Background: an optimization exercise with open tools, aiming at a short achievable clock period and few clock cycles per item. Do not read the settings as production practice.
The RTL was checked by simulation tests, not by an equivalence proof against the original design.
No run shown here takes its clock network from TritonCTS; it comes from the design's own scripts or RTL.
The clock input has no modelled driver; a real chip could not lean on it and would need a root buffer or a full tree.
Power is estimated from default activity; no workload was simulated.

<file path="flow/design.v">
`default_nettype none
module pipe3_fwd_core #(
    parameter int DW   = 32,
    parameter int NREG = 32
) (
    input  logic          clk,
    input  logic          rst,
    input  logic [31:0]   InstrIn,
    input  logic          in_valid,
    input  logic          stall,
    output logic          in_ready,
    output logic [DW-1:0] Out,
    output logic          out_valid,
    output logic [15:0]   retire_cnt
);
    localparam int c_QD = 8;
    localparam int HW   = DW / 2;
    function automatic logic [DW-1:0] f_shl(input logic [DW-1:0] x, input logic [3:0] sa,
                                            input logic [3:0] sb, input logic s4);
        logic [DW-1:0] t1, t2;
        t1 = '0;
        t2 = '0;
        for (int i = 0; i < DW; i++)
            for (int k = 0; k < 4; k++)
                if (i - k >= 0) t1[i] = t1[i] | (sa[k] & x[i - k]);
        for (int i = 0; i < DW; i++)
            for (int k = 0; k < 4; k++)
                if (i - 4 * k >= 0) t2[i] = t2[i] | (sb[k] & t1[i - 4 * k]);
        f_shl = s4 ? (t2 << 16) : t2;
    endfunction
    logic            r_kValid;
    logic [31:0]     r_kIns;
    logic            r_iValid;
    logic [31:0]     r_iIns;
    logic [NREG-1:0] r_iRs1Oh;
    logic [NREG-1:0] r_iRs2Oh;
    logic            r_dValid;
    logic [31:0]     r_dIns;
    logic [DW-1:0]   r_dRfA;            
    logic [DW-1:0]   r_dRfB;            
    logic            r_dIsShr;
    logic            r_dM1A, r_dM2A, r_dM3A, r_dM1B, r_dM2B, r_dM3B;
    logic            r_1Valid;
    logic            r_1We;
    logic [4:0]      r_1Wd;
    logic            r_1Sub;
    logic [3:0]      r_1Lut;            
    logic            r_1Arith;          
    logic            r_1FA1, r_1FB1;    
    logic [HW-1:0]   r_1Alo, r_1Ahi;
    logic [HW-1:0]   r_1Blo, r_1Bhi;    
    logic [3:0]      r_1SlA, r_1SlB, r_1SrA, r_1SrB, r_1SrhA, r_1SrhB, r_1PA, r_1PB;
    logic            r_1Sh4;
    logic            r_2Valid;
    logic            r_2We;
    logic [4:0]      r_2Wd;
    logic [3:0]      r_2Lut;
    logic            r_2Arith;
    logic [HW-1:0]   r_2Alo, r_2Ahi, r_2Bhi;
    logic [3:0]      r_2SlA, r_2SlB, r_2SrA, r_2SrB;
    logic [HW-1:0]   r_2ShlP;           
    logic [HW-1:0]   r_xLo;             
    logic            r_xCy;             
    logic            r_3Valid;
    logic            r_3We;
    logic [4:0]      r_3Wd;
    logic [DW-1:0]   r_res;
    logic [NREG-1:0] r_3WeOh;           
    logic [DW-1:0]   r_fVal [c_QD];
    logic [c_QD-1:0] r_fWe;
    logic [c_QD-1:0] r_fRdOh, r_fWrOh;  
    logic [3:0]      r_fCnt;
    logic            r_oValid;
    logic            r_oWe;             
    logic [DW-1:0]   r_out;
    logic [15:0]     r_retireCnt;
    logic [15:0]     r_retireCntP1;     
    logic [DW-1:0]   r_regs [1:NREG-1];
    logic            w_accept;
    logic            w_hold;
    logic            w_dIssue;
    logic [31:0]     w_nIns;
    logic            w_nValid;
    logic [4:0]      w_nRs1, w_nRs2;
    assign w_accept = in_valid && !stall && !r_kValid;
    assign w_nIns   = r_kValid ? r_kIns : InstrIn;
    assign w_nValid = r_kValid || w_accept;
    assign w_nRs1   = w_hold ? r_iIns[20:16] : w_nIns[20:16];
    assign w_nRs2   = w_hold ? r_iIns[15:11] : w_nIns[15:11];
    logic [DW-1:0]   w_rdA, w_rdB, w_iA, w_iB;
    logic [4:0]      w_iRs1, w_iRs2;
    assign w_iRs1 = r_iIns[20:16];
    assign w_iRs2 = r_iIns[15:11];
    always_comb begin
        w_rdA = '0;
        w_rdB = '0;
        for (int i = 1; i < NREG; i++) begin
            w_rdA = w_rdA | (r_regs[i] & {DW{r_iRs1Oh[i]}});
            w_rdB = w_rdB | (r_regs[i] & {DW{r_iRs2Oh[i]}});
        end
    end
    logic            w_iDs, w_cA1, w_cA2, w_cA3, w_cB1, w_cB2, w_cB3;
    assign w_iDs = r_iIns[28];
    assign w_cA1 = (w_iRs1 != 5'd0) && r_dValid && w_we && (w_wd == w_iRs1);
    assign w_cA2 = (w_iRs1 != 5'd0) && r_1Valid && r_1We && (r_1Wd == w_iRs1);
    assign w_cA3 = (w_iRs1 != 5'd0) && r_2Valid && r_2We && (r_2Wd == w_iRs1);
    assign w_cB1 = !w_iDs && (w_iRs2 != 5'd0) && r_dValid && w_we && (w_wd == w_iRs2);
    assign w_cB2 = !w_iDs && (w_iRs2 != 5'd0) && r_1Valid && r_1We && (r_1Wd == w_iRs2);
    assign w_cB3 = !w_iDs && (w_iRs2 != 5'd0) && r_2Valid && r_2We && (r_2Wd == w_iRs2);
    assign w_iA = (w_iRs1 != 5'd0 && r_3Valid && r_3We && r_3Wd == w_iRs1) ? r_res : w_rdA;
    assign w_iB = r_iIns[28] ? DW'($signed(r_iIns[15:0])) :
                  (w_iRs2 != 5'd0 && r_3Valid && r_3We && r_3Wd == w_iRs2) ? r_res : w_rdB;
    logic [2:0]      w_op;
    logic            w_ds, w_we, w_sub;
    logic [4:0]      w_wd, w_rs1, w_rs2;
    logic [DW-1:0]   w_imm;
    logic            w_m1A, w_m1B, w_m2A, w_m2B, w_m3A, w_m3B;
    logic [HW-1:0]   w_dAlo, w_dAhi, w_dBlo, w_dBhi;
    assign w_op  = r_dIns[31:29];
    assign w_ds  = r_dIns[28];
    assign w_we  = r_dIns[27];
    assign w_wd  = r_dIns[25:21];
    assign w_rs1 = r_dIns[20:16];
    assign w_rs2 = r_dIns[15:11];
    assign w_imm = DW'($signed(r_dIns[15:0]));
    assign w_sub = (w_op == 3'd1);
    assign w_m1A = r_dM1A;
    assign w_m2A = r_dM2A;
    assign w_m3A = r_dM3A;
    assign w_m1B = r_dM1B;
    assign w_m2B = r_dM2B;
    assign w_m3B = r_dM3B;
    assign w_dAlo = w_m2A ? r_xLo : (w_m3A ? r_res[HW-1:0] : r_dRfA[HW-1:0]);
    assign w_dAhi = w_m3A ? r_res[DW-1:HW] : r_dRfA[DW-1:HW];
    assign w_dBlo = w_m2B ? r_xLo : (w_m3B ? r_res[HW-1:0] : r_dRfB[HW-1:0]);
    assign w_dBhi = w_m3B ? r_res[DW-1:HW] : r_dRfB[DW-1:HW];
    assign w_hold   = r_dValid && r_dIsShr && w_m1A;
    assign w_dIssue = r_dValid && !w_hold;
    logic [HW-1:0]   w_lo;
    logic            w_cy1;
    logic [DW-1:0]   w_shlP;
    logic [4:0]      w_sNext;
    logic [3:0]      w_sDecA, w_sDecB, w_loDecA, w_loDecB;
    logic [3:0]      w_sDecA16, w_sDecB16, w_loDecA16, w_loDecB16;    
    pipe3_fwd_core_alu #(.HW(HW), .HI(0)) u_alu1 (
        .a(r_1Alo), .b(r_1Blo), .ahi(r_1Ahi), .cin(r_1Sub), .arith(r_1Arith), .lut(r_1Lut),
        .sla(r_1SlA), .slb(r_1SlB), .sra(r_1SrA), .srb(r_1SrB), .sr4(r_1Sh4), .por(HW'(0)),
        .res(w_lo), .cout(w_cy1), .dec_a(w_loDecA), .dec_b(w_loDecB),
        .dec_a16(w_loDecA16), .dec_b16(w_loDecB16));
    assign w_shlP = f_shl({HW'(0), r_1Alo}, r_1PA, r_1PB, r_1Sh4);
    assign w_sNext = w_m1B ? w_lo[4:0] : w_dBlo[4:0];
    assign w_sDecA = w_m1B ? w_loDecA : (4'(1) << w_dBlo[1:0]);
    assign w_sDecB = w_m1B ? w_loDecB : (4'(1) << w_dBlo[3:2]);
    assign w_sDecA16 = w_m1B ? w_loDecA16 : ((4'(1) << w_dBlo[1:0]) & {4{!w_dBlo[4]}});
    assign w_sDecB16 = w_m1B ? w_loDecB16 : ((4'(1) << w_dBlo[3:2]) & {4{!w_dBlo[4]}});
    logic [HW-1:0]   w_hi;
    logic            w_cy2;
    pipe3_fwd_core_alu #(.HW(HW), .HI(1)) u_alu2 (
        .a(r_2Ahi), .b(r_2Bhi), .ahi(HW'(0)), .cin(r_xCy), .arith(r_2Arith), .lut(r_2Lut),
        .sla(r_2SlA), .slb(r_2SlB), .sra(r_2SrA), .srb(r_2SrB), .sr4(1'b0), .por(r_2ShlP),
        .res(w_hi), .cout(w_cy2), .dec_a(), .dec_b(), .dec_a16(), .dec_b16());
    logic            w_deliver;
    logic [c_QD-1:0] w_rd1Oh;
    logic [DW-1:0]   w_head0, w_head1, w_mem0, w_mem1;
    logic            w_we0, w_we1, w_memWe0, w_memWe1, w_eq0, w_eq1;
    logic [3:0]      w_cnt0;
    assign w_deliver = r_oValid && !stall;
    assign w_rd1Oh   = {r_fRdOh[c_QD-2:0], r_fRdOh[c_QD-1]};
    assign w_eq0     = |(r_fWrOh & r_fRdOh);
    assign w_eq1     = |(r_fWrOh & w_rd1Oh);
    always_comb begin
        w_mem0   = '0;
        w_mem1   = '0;
        w_memWe0 = 1'b0;
        w_memWe1 = 1'b0;
        for (int k = 0; k < c_QD; k++) begin
            w_mem0   = w_mem0 | (r_fVal[k] & {DW{r_fRdOh[k]}});
            w_mem1   = w_mem1 | (r_fVal[k] & {DW{w_rd1Oh[k]}});
            w_memWe0 = w_memWe0 | (r_fWe[k] & r_fRdOh[k]);
            w_memWe1 = w_memWe1 | (r_fWe[k] & w_rd1Oh[k]);
        end
    end
    assign w_head0   = (r_3Valid && w_eq0) ? r_res : w_mem0;
    assign w_head1   = (r_3Valid && w_eq1) ? r_res : w_mem1;
    assign w_we0     = (r_3Valid && w_eq0) ? r_3We : w_memWe0;
    assign w_we1     = (r_3Valid && w_eq1) ? r_3We : w_memWe1;
    assign w_cnt0    = r_fCnt + 4'(r_3Valid);
    always_ff @(posedge clk or negedge rst) begin
        if (!rst) begin
            r_kValid    <= 1'b0;
            r_iValid    <= 1'b0;
            r_dValid    <= 1'b0;
            r_1Valid    <= 1'b0;
            r_2Valid    <= 1'b0;
            r_3Valid    <= 1'b0;
            r_3WeOh     <= '0;
            r_fRdOh     <= c_QD'(1);
            r_fWrOh     <= c_QD'(1);
            r_fCnt      <= '0;
            r_oValid    <= 1'b0;
            r_retireCnt <= '0;
            r_retireCntP1 <= 16'd1;
            r_oWe       <= 1'b0;
        end else begin
            if (w_hold) begin
                r_kValid <= r_kValid || w_accept;
            end else begin
                r_kValid <= 1'b0;
                r_iValid <= w_nValid;
                r_dValid <= r_iValid;
            end
            r_1Valid <= w_dIssue;
            r_2Valid <= r_1Valid;
            r_3Valid <= r_2Valid;
            for (int i = 0; i < NREG; i++)
                r_3WeOh[i] <= r_2Valid && r_2We && (r_2Wd == 5'(i)) && (i != 0);
            if (r_3Valid)
                r_fWrOh <= {r_fWrOh[c_QD-2:0], r_fWrOh[c_QD-1]};
            if (w_deliver)
                r_fRdOh <= w_rd1Oh;
            r_fCnt   <= w_deliver ? w_cnt0 - 4'd1 : w_cnt0;
            r_oValid <= w_deliver ? (w_cnt0 > 4'd1) : (w_cnt0 != 4'd0);
            r_oWe    <= w_deliver ? w_we1 : w_we0;
            if (w_deliver && r_oWe) begin
                r_retireCnt   <= r_retireCntP1;
                r_retireCntP1 <= r_retireCntP1 + 16'd1;
            end
        end
    end
    always_ff @(posedge clk) begin
        if (w_accept)
            r_kIns <= InstrIn;
        r_iRs1Oh <= NREG'(1) << w_nRs1;
        r_iRs2Oh <= NREG'(1) << w_nRs2;
        if (!w_hold) begin
            r_iIns <= w_nIns;
            r_dIns <= r_iIns;
            r_dRfA <= w_iA;
            r_dRfB <= w_iB;
            r_dIsShr <= (r_iIns[31:29] == 3'd6);
            r_dM1A <= w_cA1;
            r_dM2A <= w_cA2;
            r_dM3A <= w_cA3;
            r_dM1B <= w_cB1;
            r_dM2B <= w_cB2;
            r_dM3B <= w_cB3;
        end else begin
            if (w_m3A) r_dRfA <= r_res;
            if (w_m3B) r_dRfB <= r_res;
            r_dM1A <= 1'b0;
            r_dM2A <= r_dM1A;
            r_dM3A <= r_dM2A;
            r_dM1B <= 1'b0;
            r_dM2B <= r_dM1B;
            r_dM3B <= r_dM2B;
        end
        r_1We    <= w_we;
        r_1Wd    <= w_wd;
        r_1Sub   <= w_sub;
        case (w_op)
            3'd2:    r_1Lut <= 4'b1000;
            3'd3:    r_1Lut <= 4'b1110;
            3'd4:    r_1Lut <= 4'b0110;
            3'd7:    r_1Lut <= 4'b1010;
            default: r_1Lut <= 4'b0000;
        endcase
        r_1Arith <= (w_op == 3'd0) || (w_op == 3'd1);
        r_1FA1   <= w_m1A;
        r_1FB1   <= w_m1B;
        r_1Alo   <= w_m1A ? w_lo : w_dAlo;
        r_1Blo   <= (w_m1B ? w_lo : w_dBlo) ^ {HW{w_sub}};
        r_1Ahi   <= w_m2A ? w_hi : w_dAhi;
        r_1Bhi   <= (w_m2B ? w_hi : w_dBhi) ^ {HW{w_sub}};
        r_1SlA   <= w_sDecA16 & {4{w_op == 3'd5}};
        r_1SlB   <= w_sDecB16 & {4{w_op == 3'd5}};
        r_1SrA   <= w_sDecA & {4{w_op == 3'd6}};
        r_1SrB   <= w_sDecB & {4{w_op == 3'd6}};
        r_1SrhA  <= w_sDecA16 & {4{w_op == 3'd6}};
        r_1SrhB  <= w_sDecB16 & {4{w_op == 3'd6}};
        r_1PA    <= w_sDecA & {4{w_op == 3'd5}};
        r_1PB    <= w_sDecB & {4{w_op == 3'd5}};
        r_1Sh4   <= w_sNext[4];
        r_2We    <= r_1We;
        r_2Wd    <= r_1Wd;
        r_2Lut   <= r_1Lut;
        r_2Arith <= r_1Arith;
        r_2Alo   <= r_1Alo;
        r_2Ahi   <= r_1FA1 ? w_hi : r_1Ahi;
        r_2Bhi   <= r_1FB1 ? (w_hi ^ {HW{r_1Sub}}) : r_1Bhi;
        r_2SlA   <= r_1SlA;
        r_2SlB   <= r_1SlB;
        r_2SrA   <= r_1SrhA;
        r_2SrB   <= r_1SrhB;
        r_2ShlP  <= w_shlP[DW-1:HW];
        r_xLo    <= w_lo;
        r_xCy    <= w_cy1;
        r_3We    <= r_2We;
        r_3Wd    <= r_2Wd;
        r_res    <= {w_hi, r_xLo};
        for (int k = 0; k < c_QD; k++) begin
            if (r_3Valid && r_fWrOh[k]) begin
                r_fVal[k] <= r_res;
                r_fWe[k]  <= r_3We;
            end
        end
        r_out <= w_deliver ? w_head1 : w_head0;
    end
    always_ff @(posedge clk or negedge rst) begin
        if (!rst) begin
            for (int i = 1; i < NREG; i++)
                r_regs[i] <= '0;
        end else begin
            for (int i = 1; i < NREG; i++)
                if (r_3WeOh[i])
                    r_regs[i] <= r_res;
        end
    end
    assign in_ready   = !r_kValid;
    assign Out        = r_out;
    assign out_valid  = r_oValid;
    assign retire_cnt = r_retireCnt;
endmodule
module pipe3_fwd_core_alu #(
    parameter int HW = 16,
    parameter bit HI = 1'b0
) (
    input  logic [HW-1:0] a,
    input  logic [HW-1:0] b,
    input  logic [HW-1:0] ahi,
    input  logic          cin,
    input  logic          arith,
    input  logic [3:0]    lut,
    input  logic [3:0]    sla,
    input  logic [3:0]    slb,
    input  logic [3:0]    sra,
    input  logic [3:0]    srb,
    input  logic          sr4,
    input  logic [HW-1:0] por,
    output logic [HW-1:0] res,
    output logic          cout,
    output logic [3:0]    dec_a,
    output logic [3:0]    dec_b,
    output logic [3:0]    dec_a16,
    output logic [3:0]    dec_b16
);
    localparam int DW = 2 * HW;
    function automatic logic [HW:0] f_carry(input logic [HW-1:0] x, input logic [HW-1:0] y,
                                            input logic cin);
        logic [HW-1:0] gg, pp, g2, p2;
        gg = x & y;
        pp = x ^ y;
        gg[0] = gg[0] | (pp[0] & cin);
        for (int d = 1; d < HW; d = d * 2) begin
            g2 = gg;
            p2 = pp;
            for (int i = d; i < HW; i++) begin
                g2[i] = gg[i] | (pp[i] & gg[i - d]);
                p2[i] = pp[i] & pp[i - d];
            end
            gg = g2;
            pp = p2;
        end
        f_carry = {gg, cin};
    endfunction
    function automatic logic [DW-1:0] f_shl(input logic [DW-1:0] x, input logic [3:0] sa,
                                            input logic [3:0] sb, input logic s4);
        logic [DW-1:0] t1, t2;
        t1 = '0;
        t2 = '0;
        for (int i = 0; i < DW; i++)
            for (int k = 0; k < 4; k++)
                if (i - k >= 0) t1[i] = t1[i] | (sa[k] & x[i - k]);
        for (int i = 0; i < DW; i++)
            for (int k = 0; k < 4; k++)
                if (i - 4 * k >= 0) t2[i] = t2[i] | (sb[k] & t1[i - 4 * k]);
        f_shl = s4 ? (t2 << 16) : t2;
    endfunction
    function automatic logic [DW-1:0] f_shr(input logic [DW-1:0] x, input logic [3:0] sa,
                                            input logic [3:0] sb, input logic s4);
        logic [DW-1:0] t1, t2;
        t1 = '0;
        t2 = '0;
        for (int i = 0; i < DW; i++)
            for (int k = 0; k < 4; k++)
                if (i + k < DW) t1[i] = t1[i] | (sa[k] & x[i + k]);
        for (int i = 0; i < DW; i++)
            for (int k = 0; k < 4; k++)
                if (i + 4 * k < DW) t2[i] = t2[i] | (sb[k] & t1[i + 4 * k]);
        f_shr = s4 ? (t2 >> 16) : t2;
    endfunction
    function automatic logic [DW-1:0] f_shr_lo(input logic [DW-1:0] x, input logic [3:0] sa,
                                               input logic [3:0] sb, input logic s4);
        logic [DW-1:0] u, t2, t1;
        u  = s4 ? (x >> 16) : x;
        t2 = '0;
        t1 = '0;
        for (int j = 0; j < HW + 3; j++)
            for (int k = 0; k < 4; k++)
                if (j + 4 * k < DW) t2[j] = t2[j] | (sb[k] & u[j + 4 * k]);
        for (int i = 0; i < HW; i++)
            for (int k = 0; k < 4; k++)
                t1[i] = t1[i] | (sa[k] & t2[i + k]);
        f_shr_lo = t1;
    endfunction
    logic [HW:0]     w_c;
    logic [HW-1:0]   w_p, w_other, w_r0, w_r1;
    logic [DW-1:0]   w_shl, w_shr;
    assign w_c   = f_carry(a, b, cin);
    assign w_p   = a ^ b;
    assign w_shl = f_shl({HW'(0), a}, sla, slb, 1'b0);
    assign w_shr = HI ? f_shr({HW'(0), a}, sra, srb, 1'b0) : f_shr_lo({ahi, a}, sra, srb, sr4);
    assign w_other = (a & b & {HW{lut[3]}}) | (a & ~b & {HW{lut[2]}}) |
                     (~a & b & {HW{lut[1]}}) | (~a & ~b & {HW{lut[0]}}) |
                     w_shl[HW-1:0] | w_shr[HW-1:0] | (HI ? por : HW'(0));
    assign w_r0 = arith ? w_p : w_other;
    assign w_r1 = arith ? ~w_p : w_other;
    assign res  = (w_c[HW-1:0] & w_r1) | (~w_c[HW-1:0] & w_r0);
    assign cout = w_c[HW];
    assign dec_a = HI ? 4'b0 : (4'(1) << res[1:0]);
    assign dec_b = HI ? 4'b0 : (4'(1) << res[3:2]);
    assign dec_a16 = HI ? 4'b0 : ((4'(1) << res[1:0]) & {4{!res[4]}});
    assign dec_b16 = HI ? 4'b0 : ((4'(1) << res[3:2]) & {4{!res[4]}});
endmodule
`default_nettype wire
</file>
<file path="flow/flow/run.sh">
#!/bin/bash
# Standard ORFS layout with these changes:
#  - synthesis maps no half/full-adder cells (ADDER_MAP_FILE empty), and slow
#    stacked/compound cells are on the don't-use list (flow/slow_cells.txt),
#    so ABC and the resizer build the logic from faster gates; registers map
#    exactly as in the standard flow;
#  - the resizer may swap a cell for any of the same function
#    (MATCH_CELL_FOOTPRINT=0);
#  - CTS is ORFS's own cts.tcl with clock_tree_synthesis replaced by a
#    two-level tree built by flow/mytree.tcl (4 root buffers on the clock
#    port, each driving balanced leaf buffers of at most 20 clock pins),
#    which has a lower insertion delay than the three-level H-tree;
#  - the timing repair after CTS and after global routing runs three times
#    (one pass leaves easy fixes undone).
# Each step's full output goes to a log file of its own in this folder.
set -euo pipefail
WORK=$PWD
PLAT_DU=$(awk '/export DONT_USE_CELLS \+= /{f=1} f{print} f && !/\\$/{exit}' \
    "$FLOW_HOME/platforms/sky130hd/config.mk" | grep -o 'sky130_fd_sc_hd__[a-z0-9_]*' | tr '\n' ' ')
SLOW=$(grep -o 'sky130_fd_sc_hd__[a-z0-9_*]*' flow/slow_cells.txt | tr '\n' ' ')
VARS=(ADDER_MAP_FILE= "DONT_USE_CELLS=$PLAT_DU $SLOW" MATCH_CELL_FOOTPRINT=0)

bash standard.sh "${VARS[@]}" place > "$WORK/log_1_place.log" 2>&1

grep -q '^log_cmd clock_tree_synthesis {\*}\$cts_args$' "$FLOW_HOME/scripts/cts.tcl"
grep -q '^  repair_timing_helper$' "$FLOW_HOME/scripts/cts.tcl"
sed -e "s#^log_cmd clock_tree_synthesis {\*}\$cts_args\$#source $WORK/flow/mytree.tcl\nmytree_build clk 4 20 sky130_fd_sc_hd__clkbuf_16#" \
    -e "s#^  repair_timing_helper\$#  repair_timing_helper\n  repair_timing_helper\n  repair_timing_helper#" \
    "$FLOW_HOME/scripts/cts.tcl" > "$WORK/my_cts.tcl"
bash standard.sh "${VARS[@]}" run RUN_SCRIPT="$WORK/my_cts.tcl" RUN_LOG_NAME_STEM=4_1_cts \
    > "$WORK/log_2_cts.log" 2>&1
bash standard.sh "${VARS[@]}" cts > "$WORK/log_3_cts_copy.log" 2>&1

grep -q '^    repair_timing_helper$' "$FLOW_HOME/scripts/global_route.tcl"
sed -e "s#^    repair_timing_helper\$#    repair_timing_helper\n    repair_timing_helper\n    repair_timing_helper#" \
    "$FLOW_HOME/scripts/global_route.tcl" > "$WORK/my_grt.tcl"
bash standard.sh "${VARS[@]}" run RUN_SCRIPT="$WORK/my_grt.tcl" RUN_LOG_NAME_STEM=5_1_grt \
    > "$WORK/log_4_grt.log" 2>&1

bash standard.sh "${VARS[@]}" finish > "$WORK/log_5_finish.log" 2>&1
</file>
<file path="flow/flow/mytree.tcl">
# Builds a two-level clock tree by hand: the clock port drives NROOT root
# buffers, each root drives the leaf buffers of its region, and each leaf
# buffer drives a compact cluster of at most about LEAF_MAX clock pins.
# Sinks are clustered with k-means on their placed locations.
proc mytree_build { clk_port_name nroot leaf_max buf_master_name } {
  set db [ord::get_db]
  set block [ord::get_db_block]
  set master [$db findMaster $buf_master_name]
  set clk_net [[$block findBTerm $clk_port_name] getNet]

  # sinks: every instance pin on the clock net
  set sinks {}
  set sx {}
  set sy {}
  foreach it [$clk_net getITerms] {
    set box [[$it getInst] getBBox]
    lappend sinks $it
    lappend sx [expr {([$box xMin] + [$box xMax]) / 2.0}]
    lappend sy [expr {([$box yMin] + [$box yMax]) / 2.0}]
  }
  set n [llength $sinks]
  puts "mytree: $n sinks"

  # recursive bisection at the median along the longer side: first into
  # nroot regions (one per root), then each region into leaf clusters of at
  # most leaf_max pins
  set groups [mytree_split [lsearch -all [lrepeat $n x] x] $sx $sy $nroot]
  set lab [lrepeat $n 0]
  set cx {}
  set cy {}
  set rlab {}
  set rx {}
  set ry {}
  set c 0
  set r 0
  foreach g $groups {
    set nl [expr {int(ceil(double([llength $g]) / $leaf_max))}]
    set p $nl
    set lsum_x 0.0
    set lsum_y 0.0
    set leaves [mytree_split $g $sx $sy $p]
    foreach l $leaves {
      set ax 0.0
      set ay 0.0
      foreach i $l {
        lset lab $i $c
        set ax [expr {$ax + [lindex $sx $i]}]
        set ay [expr {$ay + [lindex $sy $i]}]
      }
      lappend cx [expr {$ax / [llength $l]}]
      lappend cy [expr {$ay / [llength $l]}]
      lappend rlab $r
      set lsum_x [expr {$lsum_x + $ax / [llength $l]}]
      set lsum_y [expr {$lsum_y + $ay / [llength $l]}]
      incr c
    }
    lappend rx [expr {$lsum_x / [llength $leaves]}]
    lappend ry [expr {$lsum_y / [llength $leaves]}]
    incr r
  }
  set k $c
  puts "mytree: [llength $groups] roots, $k leaves"

  set rnets {}
  for {set r 0} {$r < $nroot} {incr r} {
    set inst [odb::dbInst_create $block $master "clkroot_$r"]
    $inst setLocation [expr {int([lindex $rx $r])}] [expr {int([lindex $ry $r])}]
    $inst setPlacementStatus PLACED
    set net [odb::dbNet_create $block "clknet_root_$r"]
    $net setSigType CLOCK
    [$inst findITerm A] connect $clk_net
    [$inst findITerm X] connect $net
    lappend rnets $net
  }
  set lnets {}
  for {set c 0} {$c < $k} {incr c} {
    set inst [odb::dbInst_create $block $master "clkleaf_$c"]
    $inst setLocation [expr {int([lindex $cx $c])}] [expr {int([lindex $cy $c])}]
    $inst setPlacementStatus PLACED
    set net [odb::dbNet_create $block "clknet_leaf_$c"]
    $net setSigType CLOCK
    [$inst findITerm A] connect [lindex $rnets [lindex $rlab $c]]
    [$inst findITerm X] connect $net
    lappend lnets $net
  }
  for {set i 0} {$i < $n} {incr i} {
    set it [lindex $sinks $i]
    $it disconnect
    $it connect [lindex $lnets [lindex $lab $i]]
  }
  $clk_net setSigType CLOCK
  # as clock_tree_synthesis does: time the clock through the tree from now on
  set_propagated_clock [all_clocks]
}

# k-means on points (xs, ys) into k clusters; with cap > 0 a point goes to
# the nearest centre that still has room. Returns {labels cx cy}.
proc mytree_kmeans { xs ys k iters cap } {
  set n [llength $xs]
  # seed centres along a sorted sweep so they start spread out
  set order [lsort -integer -indices [lmap x $xs y $ys {expr {int($x + 3 * $y)}}]]
  set cx {}
  set cy {}
  for {set c 0} {$c < $k} {incr c} {
    set i [lindex $order [expr {int(($c + 0.5) * $n / $k)}]]
    lappend cx [lindex $xs $i]
    lappend cy [lindex $ys $i]
  }
  set lab [lrepeat $n 0]
  for {set it 0} {$it < $iters} {incr it} {
    set cnt [lrepeat $k 0]
    set newlab {}
    for {set i 0} {$i < $n} {incr i} {
      set x [lindex $xs $i]
      set y [lindex $ys $i]
      set d {}
      for {set c 0} {$c < $k} {incr c} {
        set dx [expr {$x - [lindex $cx $c]}]
        set dy [expr {$y - [lindex $cy $c]}]
        lappend d [expr {$dx * $dx + $dy * $dy}]
      }
      set best -1
      foreach c [lsort -real -indices $d] {
        if {$cap <= 0 || [lindex $cnt $c] < $cap} { set best $c; break }
      }
      if {$best < 0} { set best [lindex [lsort -real -indices $d] 0] }
      lset cnt $best [expr {[lindex $cnt $best] + 1}]
      lappend newlab $best
    }
    set lab $newlab
    set sx [lrepeat $k 0.0]
    set sy [lrepeat $k 0.0]
    for {set i 0} {$i < $n} {incr i} {
      set c [lindex $lab $i]
      lset sx $c [expr {[lindex $sx $c] + [lindex $xs $i]}]
      lset sy $c [expr {[lindex $sy $c] + [lindex $ys $i]}]
    }
    for {set c 0} {$c < $k} {incr c} {
      if {[lindex $cnt $c] > 0} {
        lset cx $c [expr {[lindex $sx $c] / [lindex $cnt $c]}]
        lset cy $c [expr {[lindex $sy $c] / [lindex $cnt $c]}]
      }
    }
  }
  return [list $lab $cx $cy]
}

# splits the point indices idx into parts groups of (nearly) equal
# size, halving at the median along the longer side of each group's box
proc mytree_split { idx xs ys parts } {
  if {$parts <= 1 || [llength $idx] < 2} { return [list $idx] }
  set xl [lmap i $idx {lindex $xs $i}]
  set yl [lmap i $idx {lindex $ys $i}]
  set w [expr {[tcl::mathfunc::max {*}$xl] - [tcl::mathfunc::min {*}$xl]}]
  set h [expr {[tcl::mathfunc::max {*}$yl] - [tcl::mathfunc::min {*}$yl]}]
  set key [expr {$w >= $h ? $xl : $yl}]
  set ord [lsort -real -indices $key]
  set pa [expr {$parts / 2}]
  set pb [expr {$parts - $pa}]
  set half [expr {int(round(double([llength $idx]) * $pa / $parts))}]
  set a [lmap j [lrange $ord 0 [expr {$half - 1}]] {lindex $idx $j}]
  set b [lmap j [lrange $ord $half end] {lindex $idx $j}]
  return [concat [mytree_split $a $xs $ys $pa] [mytree_split $b $xs $ys $pb]]
}
</file>
<file path="flow/flow/slow_cells.txt">
sky130_fd_sc_hd__a2111o*
sky130_fd_sc_hd__o2111a*
sky130_fd_sc_hd__a2111oi*
sky130_fd_sc_hd__o2111ai*
sky130_fd_sc_hd__a311o*
sky130_fd_sc_hd__o311a*
sky130_fd_sc_hd__a311oi*
sky130_fd_sc_hd__o311ai*
sky130_fd_sc_hd__nor4*
sky130_fd_sc_hd__or4*
sky130_fd_sc_hd__a41o*
sky130_fd_sc_hd__o41a*
sky130_fd_sc_hd__a41oi*
sky130_fd_sc_hd__o41ai*
sky130_fd_sc_hd__nor3*
sky130_fd_sc_hd__or3*
sky130_fd_sc_hd__a32o*
sky130_fd_sc_hd__o32a*
sky130_fd_sc_hd__ha_*
sky130_fd_sc_hd__fa_*
sky130_fd_sc_hd__maj3*
sky130_fd_sc_hd__nand4*
sky130_fd_sc_hd__and4*
sky130_fd_sc_hd__a31o*
sky130_fd_sc_hd__o31a*
sky130_fd_sc_hd__a31oi*
sky130_fd_sc_hd__o31ai*
sky130_fd_sc_hd__a221o_*
sky130_fd_sc_hd__o221a_*
sky130_fd_sc_hd__a222oi*
sky130_fd_sc_hd__mux4*
sky130_fd_sc_hd__a2bb2o*
sky130_fd_sc_hd__o2bb2a*
sky130_fd_sc_hd__a32oi*
sky130_fd_sc_hd__o32ai*
sky130_fd_sc_hd__and4b*
sky130_fd_sc_hd__or4b*
sky130_fd_sc_hd__nor4b*
sky130_fd_sc_hd__nand4b*
sky130_fd_sc_hd__a211oi_*
sky130_fd_sc_hd__o211ai_*
sky130_fd_sc_hd__a221oi_*
sky130_fd_sc_hd__o221ai_*
sky130_fd_sc_hd__a211o_*
sky130_fd_sc_hd__o211a_*
sky130_fd_sc_hd__a221o_*
sky130_fd_sc_hd__o221a_*
sky130_fd_sc_hd__o21bai_*
sky130_fd_sc_hd__a21boi_*
sky130_fd_sc_hd__o21ba_*
sky130_fd_sc_hd__a21bo_*
sky130_fd_sc_hd__o22a_*
sky130_fd_sc_hd__a22o_*
</file>
<file path="flow/standard.sh">
#!/bin/bash
# synth_recipe.tcl (not shown) runs the flow's synth.tcl, then flattens the netlist and writes it again
# the make line also repeats each setting of config.mk as NAME=value (left out here)
make -C /OpenROAD-flow-scripts/flow DESIGN_CONFIG=/design/flow/config.mk WORK_HOME=/design/flow/orfs CLKGATE_MAP_FILE= SYNTH_SCRIPT=/design/flow/synth_recipe.tcl "${@:-finish}"
</file>
<file path="flow/config.mk">
export PLATFORM = sky130hd
export DESIGN_NAME = pipe3_fwd_core
export DESIGN_NICKNAME = pipe3_fwd_core
export VERILOG_FILES = /design/flow/design.v
export SDC_FILE = /design/flow/constraint.sdc
export NUM_CORES = 4
export LEC_CHECK = 0
export CAP_MARGIN = 20
export CORE_MARGIN = 2
export CORE_UTILIZATION = 55
export SETUP_SLACK_MARGIN = 3.2
export SLEW_MARGIN = 20
export SYNTH_HIERARCHICAL = 1
export SYNTH_MINIMUM_KEEP_SIZE = 0
</file>
<file path="flow/constraint.sdc">
create_clock -name core_clock -period 5.0 [get_ports {clk}]
set_input_delay 1.0000 -clock core_clock [delete_from_list [all_inputs] [get_ports {clk}]]
set_output_delay 1.0000 -clock core_clock [all_outputs]
set_load 0.01 [all_outputs]
</file>
==> results.py, run 1 <==
metrics = {
    "power": {
        "power_density_mw_per_mm2": 301,
        "p_clk_frac": 0.259,
        "switching_share": 0.297,
        "intPower_mw": 22.1,
        "pwr-share-seq": 0.579,
        "ir_drop_mv": 0.430,
        "power_switching_mw": 9.34,
        "leakage_nw": 45.0,
        "total_power_mw": 31.4,
        "pwr-share-comb": 0.161,
    },
    "synth": {
        "synth_area_sq_mm": 0.0877,
        "synthCells": 8201,
        "syn_area_per_cell_sq_um": 10.7,
        "yosys_warnings": 11,
    },
    "timing": {
        "hold_viol_final": 0,
        "setup_violations": 0,
        "drv_slew": 0,
        "setup-tns-final_ns": 0,
        "setup_slack_ns": 2.59,
        "hold-worst-slack_ns": 0.346,
        "fmax_ghz": 0.415,
        "worst_pin_slew_ns": 1.28,
        "relSlewSlack": 0.146,
        "grt_setup_unrepaired": "yes",
        "clock_skew_ns": 0.0651,
        "post-route-period-util": 0.481,
        "post-route-min-period_ns": 2.41,
    },
    "die": {
        "die_w_microns": 403,
        "core_sq_mm": 0.158,
        "die_height_microns": 403,
        "start_util": 0.554,
        "die_area_sq_mm": 0.163,
        "rows": 146,
        "pin_count": 86,
    },
    "cells_and_area": {
        "drive_gt1_frac": 0.365,
        "fin_nets": 8506,
        "final_area_sq_mm": 0.104,
        "fill_cells": 12100,
        "area_growth_pct": 19.1,
        "fin_cells": 10600,
        "utilization": 0.660,
    },
    "placed_design": {
        "numPortBuffers": 84,
        "gp_congestion": 0.971,
        "pre_cts_slack_ns": 1.48,
        "dp_hpwl_microns": 220000,
        "placed_cells": 9848,
        "post_dp_cell_area_sq_mm": 0.0904,
    },
    "worst_setup_path": {
        "r2r-start": "r_1Sh4",
        "start_kind": "flip-flop",
        "r2r-end": "r_1SlB[2]",
        "end_kind": "flip-flop",
        "cp.required_ns": 5.55,
        "rrSetupSlack_ns": 2.59,
        "path_max_fanout": 7,
        "reg2regPathDepth": 13,
        "cp.arrival_ns": 2.95,
        "crit_type": "flip-flop to flip-flop",
    },
    "min_path": {
        "whs_endpoint": "r_res[4]",
        "min_path_cells": 0,
        "hold_class": "flip-flop to flip-flop",
        "min_from": "r_xLo[4]",
    },
    "cts": {
        "cts.clk_slew.worst_paths_ns": 0.11,
        "clk_latency_ns": 0.64,
        "cts_hold_buffers": 0,
    },
    "route": {
        "final_antenna_net_count": 0,
        "drt-initial-drc-count": 12000,
        "wirelength_microns": 394000,
        "dr.pass1.iters": 10,
        "detail_route.wl_per_cell_microns": 37.3,
        "drcViolationCount": 0,
        "vias_per_cell": 7.14,
        "via_count": 75300,
    },
    "global_route": {
        "grt_usage": 0.465,
        "grt_max_degree": 109,
        "grt_pass1_wl_microns": 540000,
        "antenna_found_initial": 20,
        "gr-total-overflow": 0,
        "grt_pass1_vias": 70500,
    },
    "flow_run": {
        "maxCapViolCount": 0,
    },
    "run_status": {
        "status": "no timing/DRC/antenna violations",
    },
}
-- power by group through the flow --
stage	Combinational, mW	Clock [mW]	Sequential (mW)
after global placement	3.26	0	18.5
after global routing	5.29	8.65	18.3
after floorplan	2.75	0	17.4
after CTS	4.42	8.13	18.0
final	5.07	8.14	18.2
after detailed placement	3.36	0	18.5
-- placed cells by master, fill, tap and decap left out, types with 72 or more instances in the layout --
cell type and count:
a22oi_1 1251, mux2_2 1053, dfrtp_1 1038, nand2_1 1016, nor2_1 507, buf_4 440
edfxtp_1 400, buf_6 208, a21oi_1 163, dfxtp_4 155, nand3_1 153, and3_1 132
dfxtp_1 127, clkbuf_16 126, buf_12 111, mux2i_1 106, a22oi_2 105, nand2_2 72
-- routing by layer --
| metal | wire length, microns | vias up | part of all wire | global-route usage |
|---|---|---|---|---|
| li1 | - | 30100 | - | - |
| met1 | 137000 | 37400 | 0.35 | 0.572 |
| met2 | 163000 | 5957 | 0.41 | 0.663 |
| met3 | 53200 | 1928 | 0.14 | 0.165 |
| met4 | 40500 | 10 | 0.10 | 0.370 |
| met5 | 119 | - | 0.00030 | 0.00119 |
-- worst max-delay path by stage --
stage | startpoint | end | slack (ns) | cells past startpoint
4_1_cts | r_1Sh4 | r_1PB[2] | 2.70 | 11
3_3_place_gp | stall | r_retireCntP1[15] | 1.45 | 7
2_1_floorplan | r_1Alo[3] | r_1Blo[8] | 2.84 | 13
3_5_place_dp | stall | r_retireCntP1[15] | 1.48 | 7
5_1_grt | r_1Sh4 | r_1SlA[0] | 2.51 | 12
6_report | r_1Sh4 | r_1SlB[2] | 2.59 | 13
-- sequential cells by signal, summed over array words and instances, names as in the netlist, 31 cells and up --
name and count:
r_res 32, r_fVal 256, r_iIns 31, r_3WeOh 31, r_regs 992, r_dRfB 32
r_dRfA 32, r_iRs2Oh 31, r_out 32, r_iRs1Oh 31, r_kIns 31
-- layout make-up --
class,instances,area (sq um),area share
Antenna cell,16,40.0,0.000383
Buffer,96,2400,0.0230
Inverter,65,258,0.00247
Multi-Input combinational cell,5596,42600,0.407
Sequential cell,1822,46700,0.447
Tap cell,2072,2590,0.0248
Timing Repair Buffer,888,9910,0.0949
Timing Repair inverter,1,5.00,0.0000479
-- worst max-delay path, cell delays in order, from the launching register on --
cell,delay [ns]
dfxtp_4,0.42
buf_8,0.15
buf_6,0.11
mux2_4,0.30
a22oi_2,0.13
nand2_2,0.12
a22oi_2,0.19
nand3_2,0.16
buf_6,0.16
o22ai_4,0.18
nand2b_4,0.10
nor2_4,0.08
a22oi_2,0.09
nor2_1,0.14
-- repair_timing --
item | in CTS | in global routing
gates cloned | 35 | 11
setup endpoints to repair | 1273 | 433
setup buffers | 437 | 113
gates resized for setup | 1264 | 550
pin swaps | 358 | 326
Testbench counts, summed over its fixed seeds: cycles 33,011, instrs 32,000.
==> run 2: changes to the inputs <==
--- a/flow/design.v
+++ b/flow/design.v
@@ -29,4 +29,17 @@
         f_shl = s4 ? (t2 << 16) : t2;
     endfunction
+    function automatic logic [DW-1:0] f_shr(input logic [DW-1:0] x, input logic [3:0] sa,
+                                            input logic [3:0] sb, input logic s4);
+        logic [DW-1:0] t1, t2;
+        t1 = '0;
+        t2 = '0;
+        for (int i = 0; i < DW; i++)
+            for (int k = 0; k < 4; k++)
+                if (i + k < DW) t1[i] = t1[i] | (sa[k] & x[i + k]);
+        for (int i = 0; i < DW; i++)
+            for (int k = 0; k < 4; k++)
+                if (i + 4 * k < DW) t2[i] = t2[i] | (sb[k] & t1[i + 4 * k]);
+        f_shr = s4 ? (t2 >> 16) : t2;
+    endfunction
     logic            r_kValid;
     logic [31:0]     r_kIns;
@@ -42,4 +55,5 @@
     logic            r_dM1A, r_dM2A, r_dM3A, r_dM1B, r_dM2B, r_dM3B;
     logic            r_1Valid;
+    logic            r_1Late;           
     logic            r_1We;
     logic [4:0]      r_1Wd;
@@ -53,4 +67,7 @@
     logic            r_1Sh4;
     logic            r_2Valid;
+    logic            r_2Late;
+    logic [3:0]      r_2LSrA, r_2LSrB;  
+    logic            r_2LSh4;
     logic            r_2We;
     logic [4:0]      r_2Wd;
@@ -131,10 +148,12 @@
     assign w_m2B = r_dM2B;
     assign w_m3B = r_dM3B;
-    assign w_dAlo = w_m2A ? r_xLo : (w_m3A ? r_res[HW-1:0] : r_dRfA[HW-1:0]);
+    assign w_dAlo = w_m2A ? w_xLo : (w_m3A ? r_res[HW-1:0] : r_dRfA[HW-1:0]);
     assign w_dAhi = w_m3A ? r_res[DW-1:HW] : r_dRfA[DW-1:HW];
-    assign w_dBlo = w_m2B ? r_xLo : (w_m3B ? r_res[HW-1:0] : r_dRfB[HW-1:0]);
+    assign w_dBlo = w_m2B ? w_xLo : (w_m3B ? r_res[HW-1:0] : r_dRfB[HW-1:0]);
     assign w_dBhi = w_m3B ? r_res[DW-1:HW] : r_dRfB[DW-1:HW];
-    assign w_hold   = r_dValid && r_dIsShr && w_m1A;
+    logic            w_late;
+    assign w_hold   = r_dValid && r_1Late && (w_m1A || w_m1B);
     assign w_dIssue = r_dValid && !w_hold;
+    assign w_late   = r_dIsShr && w_m1A;
     logic [HW-1:0]   w_lo;
     logic            w_cy1;
@@ -160,4 +179,8 @@
         .sla(r_2SlA), .slb(r_2SlB), .sra(r_2SrA), .srb(r_2SrB), .sr4(1'b0), .por(r_2ShlP),
         .res(w_hi), .cout(w_cy2), .dec_a(), .dec_b(), .dec_a16(), .dec_b16());
+    logic [HW-1:0]   w_xLo;
+    logic [DW-1:0]   w_lateShr;
+    assign w_lateShr = f_shr({r_2Ahi, r_2Alo}, r_2LSrA, r_2LSrB, r_2LSh4);
+    assign w_xLo     = r_2Late ? w_lateShr[HW-1:0] : r_xLo;
     logic            w_deliver;
     logic [c_QD-1:0] w_rd1Oh;
@@ -192,4 +215,6 @@
             r_dValid    <= 1'b0;
             r_1Valid    <= 1'b0;
+            r_1Late     <= 1'b0;
+            r_2Late     <= 1'b0;
             r_2Valid    <= 1'b0;
             r_3Valid    <= 1'b0;
@@ -211,5 +236,7 @@
             end
             r_1Valid <= w_dIssue;
+            r_1Late  <= w_dIssue && w_late;
             r_2Valid <= r_1Valid;
+            r_2Late  <= r_1Late;
             r_3Valid <= r_2Valid;
             for (int i = 0; i < NREG; i++)
@@ -297,5 +324,8 @@
         r_3We    <= r_2We;
         r_3Wd    <= r_2Wd;
-        r_res    <= {w_hi, r_xLo};
+        r_res    <= {w_hi, w_xLo};
+        r_2LSrA  <= r_1SrA & {4{r_1Late}};
+        r_2LSrB  <= r_1SrB & {4{r_1Late}};
+        r_2LSh4  <= r_1Sh4 && r_1Late;
         for (int k = 0; k < c_QD; k++) begin
             if (r_3Valid && r_fWrOh[k]) begin
@@ -389,18 +419,4 @@
         f_shr = s4 ? (t2 >> 16) : t2;
     endfunction
-    function automatic logic [DW-1:0] f_shr_lo(input logic [DW-1:0] x, input logic [3:0] sa,
-                                               input logic [3:0] sb, input logic s4);
-        logic [DW-1:0] u, t2, t1;
-        u  = s4 ? (x >> 16) : x;
-        t2 = '0;
-        t1 = '0;
-        for (int j = 0; j < HW + 3; j++)
-            for (int k = 0; k < 4; k++)
-                if (j + 4 * k < DW) t2[j] = t2[j] | (sb[k] & u[j + 4 * k]);
-        for (int i = 0; i < HW; i++)
-            for (int k = 0; k < 4; k++)
-                t1[i] = t1[i] | (sa[k] & t2[i + k]);
-        f_shr_lo = t1;
-    endfunction
     logic [HW:0]     w_c;
     logic [HW-1:0]   w_p, w_other, w_r0, w_r1;
@@ -409,5 +425,5 @@
     assign w_p   = a ^ b;
     assign w_shl = f_shl({HW'(0), a}, sla, slb, 1'b0);
-    assign w_shr = HI ? f_shr({HW'(0), a}, sra, srb, 1'b0) : f_shr_lo({ahi, a}, sra, srb, sr4);
+    assign w_shr = HI ? f_shr({HW'(0), a}, sra, srb, 1'b0) : f_shr({ahi, a}, sra, srb, sr4);
     assign w_other = (a & b & {HW{lut[3]}}) | (a & ~b & {HW{lut[2]}}) |
                      (~a & b & {HW{lut[1]}}) | (~a & ~b & {HW{lut[0]}}) |
--- a/flow/flow/run.sh
+++ b/flow/flow/run.sh
@@ -9,5 +9,5 @@
 #  - CTS is ORFS's own cts.tcl with clock_tree_synthesis replaced by a
 #    two-level tree built by flow/mytree.tcl (4 root buffers on the clock
-#    port, each driving balanced leaf buffers of at most 20 clock pins),
+#    port, each driving balanced leaf buffers of at most 24 clock pins),
 #    which has a lower insertion delay than the three-level H-tree;
 #  - the timing repair after CTS and after global routing runs three times
@@ -25,5 +25,5 @@
 grep -q '^log_cmd clock_tree_synthesis {\*}\$cts_args$' "$FLOW_HOME/scripts/cts.tcl"
 grep -q '^  repair_timing_helper$' "$FLOW_HOME/scripts/cts.tcl"
-sed -e "s#^log_cmd clock_tree_synthesis {\*}\$cts_args\$#source $WORK/flow/mytree.tcl\nmytree_build clk 4 20 sky130_fd_sc_hd__clkbuf_16#" \
+sed -e "s#^log_cmd clock_tree_synthesis {\*}\$cts_args\$#source $WORK/flow/mytree.tcl\nmytree_build clk 4 24 sky130_fd_sc_hd__clkbuf_16#" \
     -e "s#^  repair_timing_helper\$#  repair_timing_helper\n  repair_timing_helper\n  repair_timing_helper#" \
     "$FLOW_HOME/scripts/cts.tcl" > "$WORK/my_cts.tcl"
==> run 2 against run 1 <==
Setup slack worse by 0.10 ns. Still clean on timing, DRC and antenna. Clock skew about the same. Hold slack lost 0.0066 ns. Critical path type unchanged.
==> results.py, run 2 <==
metrics = {
    "timing": {
        "setup_violations": 0,
        "post-route-min-period_ns": 2.51,
        "grt_setup_unrepaired": "yes",
        "hold-worst-slack_ns": 0.339,
        "fmax_ghz": 0.398,
        "setup-tns-final_ns": 0,
        "drv_slew": 0,
        "hold_viol_final": 0,
        "relSlewSlack": 0.143,
        "post-route-period-util": 0.502,
        "worst_pin_slew_ns": 1.29,
        "setup_slack_ns": 2.49,
        "clock_skew_ns": 0.0648,
    },
    "global_route": {
        "grt_max_degree": 173,
        "grt_pass1_vias": 74500,
        "antenna_found_initial": 30,
        "grt_pass1_wl_microns": 588000,
        "gr-total-overflow": 0,
        "grt_usage": 0.499,
    },
    "placed_design": {
        "pre_cts_slack_ns": 1.46,
        "gp_congestion": 0.965,
        "numPortBuffers": 84,
        "dp_hpwl_microns": 232000,
    },
    "route": {
        "wirelength_microns": 433000,
        "detail_route.wl_per_cell_microns": 39.1,
        "vias_per_cell": 7.28,
        "drt-initial-drc-count": 13700,
        "via_count": 80500,
        "drcViolationCount": 0,
        "final_antenna_net_count": 0,
        "dr.pass1.iters": 9,
    },
    "power": {
        "ir_drop_mv": 0.388,
        "leakage_nw": 46.3,
        "power_density_mw_per_mm2": 289,
    },
    "worst_setup_path": {
        "path_max_fanout": 8,
        "start_kind": "flip-flop",
        "rrSetupSlack_ns": 2.49,
        "crit_slowest_cell": "dfxtp_4",
        "critPathMaxStageDelay_ns": 0.42,
        "cp.required_ns": 5.49,
        "crit_type": "flip-flop to flip-flop",
        "cp.arrival_ns": 3.00,
        "end_kind": "flip-flop",
        "path_cells": "buf_12 -> a22oi_1 -> nand2_2 -> nand2_1 -> nand3_2 -> a21oi_4 -> nand2_1 -> o21ai_2 -> inv_2 -> and2_4 -> and2_4 -> a22oi_2 -> nor2_2",
    },
    "cells_and_area": {
        "largest_register_ffs": 992,
        "reg_top3": "r_regs (992), r_fVal (256)",
        "layout_common_cells": "a22oi_1 (1271), mux2_2 (1060), dfrtp_1 (1040)",
        "multi_input_area_sq_mm": 0.0448,
        "register_area_sq_mm": 0.0472,
        "fill_cells": 12500,
        "layout_commonest_cell": "a22oi_1",
        "area_growth_pct": 20.9,
        "fin_nets": 8899,
        "regMostFlops": "r_regs",
        "drive_gt1_frac": 0.371,
    },
    "flow_run": {
        "maxCapViolCount": 0,
    },
    "die": {
        "pin_count": 86,
        "die_area_sq_mm": 0.166,
        "core_sq_mm": 0.162,
        "die_w_microns": 408,
        "start_util": 0.552,
        "die_height_microns": 408,
        "rows": 148,
    },
    "synth": {
        "synthCells": 8552,
        "syn_area_per_cell_sq_um": 10.5,
        "synth_area_sq_mm": 0.0896,
        "yosys_warnings": 11,
    },
    "run_status": {
        "status": "no timing/DRC/antenna violations",
    },
    "cts": {
        "cts_hold_buffers": 0,
        "cts.clk_slew.worst_paths_ns": 0.11,
        "clk_latency_ns": 0.65,
    },
    "min_path": {
        "hold_class": "flip-flop to flip-flop",
    },
}
[run 2: worst paths after layout]
| kind | start | endpoint | depth (start not counted) |
|---|---|---|---|
| setup / recovery | r_1SrA[0] | r_1SrhB[3] | 13 |
| hold / removal | r_1SrhB[3] | r_2SrB[3] | 0 |
| setup reg to reg | r_1SrA[0] | r_1SrhB[3] | 13 |
| hold reg to reg | r_1SrhB[3] | r_2SrB[3] | 0 |
| max in group asynchronous | rst | r_oValid | 2 |
| min in group asynchronous | rst | r_regs[6][4] | 1 |
[run 2: timing repair]
action	CTS	global route
endpoints found under the hold margin	0	0
cloned	46	9
pin swaps	416	392
setup endpoints to repair	1505	769
gates resized for setup	1402	608
buffers inserted	516	108
[run 2: stage by stage]
stage	util	cell area (sq um)	instances	power (mW)
floorplan	-	90500	8565	20.2
global placement	0.572	92800	10300	22.0
detailed placement	0.572	92800	10300	22.1
finish	0.668	108000	11100	31.3
[run 2: layout make-up]
type,instances,share of cell area
inverters,57,0.00227
diodes,24,0.000554
flip-flops and latches,1849,0.435
multi-input cells,5897,0.413
well taps,2175,0.0251
repair buffers,974,0.104
plain buffers,84,0.0194
[run 2: critical path, delay by kind of cell (launching register included)]
family	cells	cell delay, ns
compound gates	4	0.86
simple gates	7	0.81
buf+inv	2	0.25
flops	1	0.42
[run 2: routing by layer]
layer / vias to the layer above / wire [microns] / global-route usage
met5: - / 429 / 0.00287
li1: 31600 / - / -
met2: 6849 / 178000 / 0.716
met4: 28 / 49100 / 0.416
met1: 39800 / 147000 / 0.603
met3: 2276 / 58400 / 0.173
[run 2: power by group]
| part | total (mW) | internal [mW] | switching, mW |
|---|---|---|---|
| Sequential | 18.1 | 16.6 | 1.54 |
| Combinational | 5.46 | 2.33 | 3.13 |
| Clock | 7.76 | 2.96 | 4.79 |
| Total | 31.3 | 21.9 | 9.47 |
Testbench counts of run 2, summed over its fixed seeds: cycles 32,377, instrs 32,000.

==> port drivers added, routing unchanged <==
Ports are ideal in the flow. The routed layouts listed here were re-timed in OpenROAD.
Step 1 (the two cells are an assumption about what drives the block):
set clk [get_ports {clk}]
set_driving_cell -lib_cell sky130_fd_sc_hd__clkbuf_16 $clk
set_driving_cell -lib_cell sky130_fd_sc_hd__buf_2 [delete_from_list [all_inputs] $clk]
Step 2, shift: input delay + t, output delay - t, t = (earliest + latest rising clock arrival at the registers) / 2. This alone moves slack from input paths to output paths.
a / b / c = no drivers / after step 1 / after step 2; a / b = the first two.
run | t (ns) | setup WS [ns] | latest minus earliest clock arrival (ns) | worst register clock-pin slew, ns
run 1 | 0.817 | 2.593 / 2.539 / 2.518 | 0.070 / 0.070 | 0.11 / 0.11
run 2 | 0.818 | 2.489 / 2.489 / 2.441 | 0.065 / 0.064 | 0.11 / 0.11
After both steps every run listed still meets setup and hold. The setup slack of run 1, which loses most, moves by -0.054 ns with the drivers and by -0.075 ns with both steps.
